Background: an optimization exercise with open tools, aiming at a short achievable clock period and few clock cycles. Do not read the settings as production practice.
Function was checked by simulation only, so behaviour that the tests miss may differ from the original.
Power figures rest on the tool's default switching activity, not on a simulated workload.

==> flow/design.v (excerpt) <==
module imem_icache #(
  parameter int ADDR_WIDTH     = 32,
  parameter int INST_WIDTH     = 32,
  parameter int LINES          = 16,
  parameter int WORDS_PER_LINE = 4
) (
  input  logic                  clk,
  input  logic                  rst,
  input  logic [ADDR_WIDTH-1:0] cpu_addr,
  input  logic                  cpu_read,
  output logic [INST_WIDTH-1:0] cpu_rdata,
  output logic                  cpu_stall,
  input  logic                  inv,
  output logic                  mem_req,
  output logic [ADDR_WIDTH-1:0] mem_addr,
  input  logic                  mem_gnt,
  input  logic                  mem_rvalid,
  input  logic [INST_WIDTH-1:0] mem_rdata
);
Size in the first run: about 5,900 cells after synthesis, ~2,800 flip-flops, roughly 140 I/O pins.
==> flow/config.mk <==
export PLATFORM = sky130hd
export DESIGN_NAME = imem_icache
export DESIGN_NICKNAME = imem_icache
export VERILOG_FILES = /design/flow/design.v
export SDC_FILE = /design/flow/constraint.sdc
export NUM_CORES = 4
export LEC_CHECK = 0
export ABC_CLOCK_PERIOD_IN_PS = 1000
export CAP_MARGIN = 20
export CORE_MARGIN = 2
export CORE_UTILIZATION = 55
export SETUP_SLACK_MARGIN = 5
export SLEW_MARGIN = 20
export TNS_END_PERCENT = 100
==> flow/constraint.sdc <==
create_clock -name core_clock -period 8.0 [get_ports {clk}]
set_input_delay 1.6000 -clock core_clock [delete_from_list [all_inputs] [get_ports {clk}]]
set_output_delay 1.6000 -clock core_clock [all_outputs]
set_load 0.01 [all_outputs]
standard.sh (not shown) runs the stock make flow with config.mk's settings and CLKGATE_MAP_FILE= SYNTH_SCRIPT=/design/flow/synth_recipe.tcl, a recipe that flattens the netlist after the stock synthesis.
==> flow/flow/run.sh <==
#!/bin/bash
# Own layout flow: the standard layout (standard.sh, all steps up to finish), except that the
# port buffers are plain sky130_fd_sc_hd__buf_8 cells instead of the default delay-cell buffers.
# Make's output, with every tool's output, goes to make.log in the work folder.
set -euo pipefail
bash standard.sh "BUFFER_PORTS_ARGS=-buffer_cell sky130_fd_sc_hd__buf_8" finish > make.log 2>&1
Testbench counts at the start, summed over its fixed seeds: cycles 26,851.
Next try:
--- a/flow/design.v
+++ b/flow/design.v
@@ -67,62 +67,61 @@
   logic kill;
   assign kill = missnew_q;
   logic [WA-1:0]    head_w;
   logic [LINES-1:0] head_dec;
   logic             head_live, head_live_eff;
   logic             arr_c, match_p;
   assign head_w        = ff_w_q[0];
   assign head_dec      = ff_dec_q[0];
   assign head_live     = ff_live_q[0];
   assign head_live_eff = head_live && !(kill && |(pr_dec_q & head_dec));
   assign arr_c         = mem_rvalid && head_live && head_w == c_w;
   assign match_p       = mem_rvalid && head_live && head_w == pr_w && !missnew_q;
-  logic acc, hit, pres, newmiss;
-  logic [LINES-1:0] c_dec, c_eqv;
-  logic [NW-1:0]    c_wdec;
+  logic acc, hit, rdy, newmiss;
+  logic [LINES-1:0] c_dec, c_eqv, c_wv;
+  logic [LINES-1:0][INST_WIDTH-1:0] c_lw;
   logic [INST_WIDTH-1:0] c_data;
   always_comb begin
+    c_data = '0;
     for (int i = 0; i < LINES; i++) begin
       c_dec[i] = c_idx == IDX'(i);
       c_eqv[i] = valid_q[i] && tag_q[i] == c_tag;
-    end
-    c_data = '0;
-    for (int j = 0; j < NW; j++) begin
-      c_wdec[j] = c_w == WA'(j);
-      c_data    = c_data | (c_wdec[j] ? data_q[j] : '0);
+      c_wv[i]  = wv_q[i*WORDS_PER_LINE + c_off];
+      c_lw[i]  = data_q[i*WORDS_PER_LINE + c_off];
+      c_data   = c_data | (c_dec[i] ? c_lw[i] : '0);
     end
   end
   assign acc     = cpu_read && free_q;
   assign hit     = |(c_dec & c_eqv);
-  assign pres    = |(c_wdec & wv_q) || arr_c;
+  assign rdy     = |(c_dec & c_eqv & (c_wv | {LINES{arr_c}}));
   assign newmiss = acc && !hit;
   logic act_old_kill, push, last;
   assign act_old_kill = kill && !act_new_q && |(pr_dec_q & act_dec_q);
   assign push         = !act_nv_q && mem_gnt;
   assign last         = act_cnt_q == OFF'(WORDS_PER_LINE - 1);
   always_ff @(posedge clk) begin
     if (free_q) begin
       pr_addr_q <= cpu_addr[ADDR_WIDTH-1:2];
       pr_dec_q  <= c_dec;
     end
     rdata_q <= (acc && !arr_c) ? c_data : mem_rdata;
     if (rst) begin
       stall_q   <= 1'b0;
       free_q    <= 1'b1;
       missnew_q <= 1'b0;
     end else begin
       missnew_q <= newmiss;
       if (acc) begin
-        stall_q <= !(hit && pres);
-        free_q  <=   hit && pres;
+        stall_q <= !rdy;
+        free_q  <=  rdy;
       end else begin
         stall_q <= !free_q && !match_p;
         free_q  <=  free_q || match_p;
       end
     end
     for (int i = 0; i < LINES; i++)
       if (kill && pr_dec_q[i]) tag_q[i] <= pr_addr_q[ADDR_WIDTH-3 -: TAG_W];
     if (rst || inv) valid_q <= '0;
     else if (kill)  valid_q <= valid_q | pr_dec_q;
     for (int i = 0; i < LINES; i++)
       for (int w = 0; w < WORDS_PER_LINE; w++) begin
         logic hd;
Result: The changed run completed with no timing, DRC or antenna violations. Combinational power is higher by about a fifth. Hold slack stays flat. Non-clock buffer count decreases by 193. Sequential power stays flat. Power rose slightly. Maximum frequency goes up by a few percent. Die area went up by a few percent. Area after synthesis grows by a few percent. Routed wire length falls by about a fifth.
Testbench counts after the change, summed over its fixed seeds: cycles 26,851.

========
job 6510:
The RTL this note starts from:
==> flow/design.v <==
module imem_icache #(
  parameter int ADDR_WIDTH     = 32,
  parameter int INST_WIDTH     = 32,
  parameter int LINES          = 16,
  parameter int WORDS_PER_LINE = 4
) (
  input  logic                  clk,
  input  logic                  rst,
  input  logic [ADDR_WIDTH-1:0] cpu_addr,
  input  logic                  cpu_read,
  output logic [INST_WIDTH-1:0] cpu_rdata,
  output logic                  cpu_stall,
  input  logic                  inv,
  output logic                  mem_req,
  output logic [ADDR_WIDTH-1:0] mem_addr,
  input  logic                  mem_gnt,
  input  logic                  mem_rvalid,
  input  logic [INST_WIDTH-1:0] mem_rdata
);
  localparam int OFF   = $clog2(WORDS_PER_LINE);
  localparam int IDX   = $clog2(LINES);
  localparam int TAG_W = ADDR_WIDTH - 2 - OFF - IDX;
  localparam int WA    = IDX + OFF;             
  localparam int LA    = ADDR_WIDTH - 2 - OFF;  
  localparam int NW    = LINES * WORDS_PER_LINE;
  localparam int FD    = 4;                     
  logic [LINES-1:0][TAG_W-1:0]   tag_q;
  logic [LINES-1:0]              valid_q;
  logic [NW-1:0][INST_WIDTH-1:0] data_q;       
  logic [NW-1:0]                 wv_q;
  logic                  stall_q;      
  logic                  free_q;       
  logic [INST_WIDTH-1:0] rdata_q;
  logic [ADDR_WIDTH-3:0] pr_addr_q;    
  logic [LINES-1:0]      pr_dec_q;     
  logic                  missnew_q;    
  logic                  act_v_q;      
  logic                  act_nv_q;     
  logic [ADDR_WIDTH-3:0] maddr_q;      
  logic [WA-1:0]         act_w_q;      
  logic [LINES-1:0]      act_dec_q;    
  logic [OFF-1:0]        act_cnt_q;    
  logic                  act_live_q;
  logic                  act_new_q;    
  logic                  que_v_q;
  logic [LA-1:0]         que_line_q;
  logic [OFF-1:0]        que_off_q;
  logic [LINES-1:0]      que_dec_q;
  logic [FD-1:0][WA-1:0]    ff_w_q;
  logic [FD-1:0][LINES-1:0] ff_dec_q;   
  logic [FD-1:0]            ff_live_q;
  logic [2:0]               ff_n_q;     
  assign cpu_stall = stall_q;
  assign cpu_rdata = rdata_q;
  assign mem_req   = act_v_q;
  assign mem_addr  = {maddr_q, 2'b00};
  logic [TAG_W-1:0] c_tag;
  logic [IDX-1:0]   c_idx;
  logic [OFF-1:0]   c_off;
  logic [WA-1:0]    c_w;
  assign c_tag = cpu_addr[ADDR_WIDTH-1 -: TAG_W];
  assign c_idx = cpu_addr[2+OFF +: IDX];
  assign c_off = cpu_addr[2 +: OFF];
  assign c_w   = cpu_addr[2 +: WA];
  logic [WA-1:0] pr_w;
  assign pr_w = pr_addr_q[0 +: WA];
  logic kill;
  assign kill = missnew_q;
  logic [WA-1:0]    head_w;
  logic [LINES-1:0] head_dec;
  logic             head_live, head_live_eff;
  logic             arr_c, match_p;
  assign head_w        = ff_w_q[0];
  assign head_dec      = ff_dec_q[0];
  assign head_live     = ff_live_q[0];
  assign head_live_eff = head_live && !(kill && |(pr_dec_q & head_dec));
  assign arr_c         = mem_rvalid && head_live && head_w == c_w;
  assign match_p       = mem_rvalid && head_live && head_w == pr_w && !missnew_q;
  logic acc, hit, pres, newmiss;
  logic [LINES-1:0] c_dec, c_eqv;
  logic [NW-1:0]    c_wdec;
  logic [INST_WIDTH-1:0] c_data;
  always_comb begin
    for (int i = 0; i < LINES; i++) begin
      c_dec[i] = c_idx == IDX'(i);
      c_eqv[i] = valid_q[i] && tag_q[i] == c_tag;
    end
    c_data = '0;
    for (int j = 0; j < NW; j++) begin
      c_wdec[j] = c_w == WA'(j);
      c_data    = c_data | (c_wdec[j] ? data_q[j] : '0);
    end
  end
  assign acc     = cpu_read && free_q;
  assign hit     = |(c_dec & c_eqv);
  assign pres    = |(c_wdec & wv_q) || arr_c;
  assign newmiss = acc && !hit;
  logic act_old_kill, push, last;
  assign act_old_kill = kill && !act_new_q && |(pr_dec_q & act_dec_q);
  assign push         = !act_nv_q && mem_gnt;
  assign last         = act_cnt_q == OFF'(WORDS_PER_LINE - 1);
  always_ff @(posedge clk) begin
    if (free_q) begin
      pr_addr_q <= cpu_addr[ADDR_WIDTH-1:2];
      pr_dec_q  <= c_dec;
    end
    rdata_q <= (acc && !arr_c) ? c_data : mem_rdata;
    if (rst) begin
      stall_q   <= 1'b0;
      free_q    <= 1'b1;
      missnew_q <= 1'b0;
    end else begin
      missnew_q <= newmiss;
      if (acc) begin
        stall_q <= !(hit && pres);
        free_q  <=   hit && pres;
      end else begin
        stall_q <= !free_q && !match_p;
        free_q  <=  free_q || match_p;
      end
    end
    for (int i = 0; i < LINES; i++)
      if (kill && pr_dec_q[i]) tag_q[i] <= pr_addr_q[ADDR_WIDTH-3 -: TAG_W];
    if (rst || inv) valid_q <= '0;
    else if (kill)  valid_q <= valid_q | pr_dec_q;
    for (int i = 0; i < LINES; i++)
      for (int w = 0; w < WORDS_PER_LINE; w++) begin
        logic hd;
        hd = mem_rvalid && head_dec[i] && head_w[OFF-1:0] == OFF'(w);
        if (hd) data_q[i*WORDS_PER_LINE+w] <= mem_rdata;
        if (kill && pr_dec_q[i])      wv_q[i*WORDS_PER_LINE+w] <= 1'b0;
        else if (hd && head_live_eff) wv_q[i*WORDS_PER_LINE+w] <= 1'b1;
      end
    for (int k = 0; k < FD; k++) begin
      logic [2:0] n;
      n = mem_rvalid ? ff_n_q - 3'd1 : ff_n_q;
      if (push && n == 3'(k)) begin
        ff_w_q[k]    <= act_w_q;
        ff_dec_q[k]  <= act_dec_q;
        ff_live_q[k] <= act_live_q && !act_old_kill;
      end else if (mem_rvalid) begin
        if (k < FD - 1) begin
          ff_w_q[k]    <= ff_w_q[k+1];
          ff_dec_q[k]  <= ff_dec_q[k+1];
          ff_live_q[k] <= ff_live_q[k+1] && !(kill && |(pr_dec_q & ff_dec_q[k+1]));
        end
      end else if (kill && |(pr_dec_q & ff_dec_q[k])) begin
        ff_live_q[k] <= 1'b0;
      end
    end
    if (rst) ff_n_q <= '0;
    else     ff_n_q <= ff_n_q + (push ? 3'd1 : 3'd0) - (mem_rvalid ? 3'd1 : 3'd0);
    if (!que_v_q) begin
      que_line_q <= cpu_addr[ADDR_WIDTH-1:2+OFF];
      que_off_q  <= c_off;
      que_dec_q  <= c_dec;
    end
    act_new_q <= 1'b0;
    if (act_old_kill) act_live_q <= 1'b0;
    if (rst) begin
      act_v_q  <= 1'b0;
      act_nv_q <= 1'b1;
      que_v_q  <= 1'b0;
      maddr_q  <= '0;
    end else if (act_nv_q || (push && last && !que_v_q)) begin
      act_v_q    <= newmiss;
      act_nv_q   <= !newmiss;
      act_new_q  <= 1'b1;
      maddr_q    <= cpu_addr[ADDR_WIDTH-1:2];
      act_w_q    <= c_w;
      act_dec_q  <= c_dec;
      act_cnt_q  <= '0;
      act_live_q <= 1'b1;
    end else if (push && last) begin
      maddr_q    <= {que_line_q, que_off_q};
      act_w_q    <= {que_line_q[IDX-1:0], que_off_q};
      act_dec_q  <= que_dec_q;
      act_cnt_q  <= '0;
      act_live_q <= 1'b1;
      que_v_q    <= 1'b0;
    end else begin
      if (push) begin
        maddr_q[OFF-1:0] <= maddr_q[OFF-1:0] + OFF'(1);
        act_w_q[OFF-1:0] <= act_w_q[OFF-1:0] + OFF'(1);
        act_cnt_q        <= act_cnt_q + OFF'(1);
      end
      if (newmiss) que_v_q <= 1'b1;
    end
  end
  logic unused;
  assign unused = ^cpu_addr[1:0];
endmodule
==> flow/config.mk <==
export PLATFORM = sky130hd
export DESIGN_NAME = imem_icache
export DESIGN_NICKNAME = imem_icache
export VERILOG_FILES = /design/flow/design.v
export SDC_FILE = /design/flow/constraint.sdc
export NUM_CORES = 4
export LEC_CHECK = 0
export ABC_CLOCK_PERIOD_IN_PS = 1000
export CAP_MARGIN = 20
export CORE_MARGIN = 2
export CORE_UTILIZATION = 55
export SETUP_SLACK_MARGIN = 5
export SLEW_MARGIN = 20
export TNS_END_PERCENT = 100
==> flow/constraint.sdc <==
create_clock -name core_clock -period 8.0 [get_ports {clk}]
set_input_delay 1.6000 -clock core_clock [delete_from_list [all_inputs] [get_ports {clk}]]
set_output_delay 1.6000 -clock core_clock [all_outputs]
set_load 0.01 [all_outputs]
==> flow/flow/run.sh <==
#!/bin/bash
# Own layout flow: the standard layout (standard.sh, all steps up to finish) with two changes
# to how the layout is made:
#  - the port buffers are plain sky130_fd_sc_hd__buf_8 cells instead of the default delay cells;
#  - after global placement, move_out_flops.tcl moves each flip-flop that drives an output port's
#    buffer next to that buffer (detailed placement then legalizes it).
# Make's output, with every tool's output, goes to make.log in the work folder; ORFS also keeps
# each step's log under orfs/logs.
set -euo pipefail
bash standard.sh "BUFFER_PORTS_ARGS=-buffer_cell sky130_fd_sc_hd__buf_8" \
  "POST_GLOBAL_PLACE_TCL=$PWD/flow/move_out_flops.tcl" finish > make.log 2>&1
==> flow/flow/move_out_flops.tcl <==
# After global placement: put each flip-flop that drives an output port's
# buffer next to that buffer, so that the flip-flop's output net (and not the
# logic in front of it) is the short one. Detailed placement legalizes later.
set block [ord::get_db_block]
set moved 0
foreach bterm [$block getBTerms] {
  if {[$bterm getIoType] ne "OUTPUT"} { continue }
  set net [$bterm getNet]
  if {$net eq "NULL"} { continue }
  set buf ""
  foreach it [$net getITerms] {
    if {[$it isOutputSignal]} { set buf [$it getInst] }
  }
  if {$buf eq ""} { continue }
  set innet ""
  foreach it [$buf getITerms] {
    if {[$it isInputSignal] && [$it getNet] ne "NULL"} { set innet [$it getNet] }
  }
  if {$innet eq ""} { continue }
  set drv ""
  foreach it [$innet getITerms] {
    if {[$it isOutputSignal]} { set drv [$it getInst] }
  }
  if {$drv eq "" || ![[$drv getMaster] isSequential]} { continue }
  # only flip-flops whose output feeds nothing but the port buffer
  if {[llength [$innet getITerms]] != 2} { continue }
  set loc [$buf getLocation]
  $drv setLocation [lindex $loc 0] [lindex $loc 1]
  incr moved
}
puts "move_out_flops: moved $moved flip-flops next to their output buffers"
Testbench counts of job 6510, summed over its fixed seeds: cycles 26,851.
Relative to job 6510, the following input files were edited for job 3827:
--- a/flow/design.v
+++ b/flow/design.v
@@ -75,26 +75,25 @@
   assign head_live     = ff_live_q[0];
   assign head_live_eff = head_live && !(kill && |(pr_dec_q & head_dec));
   assign arr_c         = mem_rvalid && head_live && head_w == c_w;
   assign match_p       = mem_rvalid && head_live && head_w == pr_w && !missnew_q;
-  logic acc, hit, pres, newmiss;
-  logic [LINES-1:0] c_dec, c_eqv;
-  logic [NW-1:0]    c_wdec;
+  logic acc, hit, rdy, newmiss;
+  logic [LINES-1:0] c_dec, c_eqv, c_wv;
+  logic [LINES-1:0][INST_WIDTH-1:0] c_lw;
   logic [INST_WIDTH-1:0] c_data;
   always_comb begin
+    c_data = '0;
     for (int i = 0; i < LINES; i++) begin
       c_dec[i] = c_idx == IDX'(i);
       c_eqv[i] = valid_q[i] && tag_q[i] == c_tag;
-    end
-    c_data = '0;
-    for (int j = 0; j < NW; j++) begin
-      c_wdec[j] = c_w == WA'(j);
-      c_data    = c_data | (c_wdec[j] ? data_q[j] : '0);
+      c_wv[i]  = wv_q[i*WORDS_PER_LINE + c_off];
+      c_lw[i]  = data_q[i*WORDS_PER_LINE + c_off];
+      c_data   = c_data | (c_dec[i] ? c_lw[i] : '0);
     end
   end
   assign acc     = cpu_read && free_q;
   assign hit     = |(c_dec & c_eqv);
-  assign pres    = |(c_wdec & wv_q) || arr_c;
+  assign rdy     = |(c_dec & c_eqv & (c_wv | {LINES{arr_c}}));
   assign newmiss = acc && !hit;
   logic act_old_kill, push, last;
   assign act_old_kill = kill && !act_new_q && |(pr_dec_q & act_dec_q);
   assign push         = !act_nv_q && mem_gnt;
@@ -111,10 +110,10 @@
       missnew_q <= 1'b0;
     end else begin
       missnew_q <= newmiss;
       if (acc) begin
-        stall_q <= !(hit && pres);
-        free_q  <=   hit && pres;
+        stall_q <= !rdy;
+        free_q  <=  rdy;
       end else begin
         stall_q <= !free_q && !match_p;
         free_q  <=  free_q || match_p;
       end
--- outcome ---
Job 3827 vs. job 6510: portion of the clock cycle consumed by the worst path in the final layout went down by 2.0 points.
Compared with job 6510, job 3827 shows final wirelength that has gone down by more than 10%.
[job 3827 vs job 6510] clock network power share: lower in job 3827
Against job 6510, job 3827 reports a die area that is higher.
Going from job 6510 to job 3827, simple-gate share of the synthesized area shrinks by 1.7 points.
The faster design of the two is job 3827; job 6510 tops out lower.
Number of placed cells counting well taps: job 3827 lower than job 6510
Testbench counts of job 3827, summed over its fixed seeds: cycles 26,851.

[what the ideal ports hide]
How much do the figures lean on ideal ports? The routed layouts below were timed once more, with nothing changed but the port constraints.
Step 1 (the two cells are an assumption about what drives the block):
set clk [get_ports {clk}]
set_driving_cell -lib_cell sky130_fd_sc_hd__clkbuf_16 $clk
set_driving_cell -lib_cell sky130_fd_sc_hd__buf_2 [delete_from_list [all_inputs] $clk]
Step 2 adds t to the input delays and takes it off the output delays; t is the mean of the earliest and latest rising clock arrival at the registers after step 1. Input paths then give back, and output paths get back, about the clock's delay inside the block.
a / b / c = ideal / step 1 / step 2; a / b = the first two.
run | shift t [ns] | setup WS [ns] | worst hold slack (ns) | worst setup path at the end | worst slew at a driven data input, ns
the first run of note 1 | 1.024 | 4.873 / 4.781 / 3.807 | 0.456 / 0.456 / 0.456 | input to register | 0.25
the second run of note 1 | 1.016 | 4.947 / 4.819 / 3.803 | 0.458 / 0.458 / 0.458 | input to register | 0.31
job 6510 | 1.033 | 4.803 / 4.715 / 3.682 | 0.459 / 0.459 / 0.459 | input to register | 0.27
job 3827 | 1.011 | 4.962 / 4.847 / 3.836 | 0.459 / 0.459 / 0.459 | input to register | 0.33
After both steps every run listed still meets setup and hold. The setup slack of the second run of note 1, which loses most, moves by -0.128 ns with the drivers and by -1.144 ns with both steps.
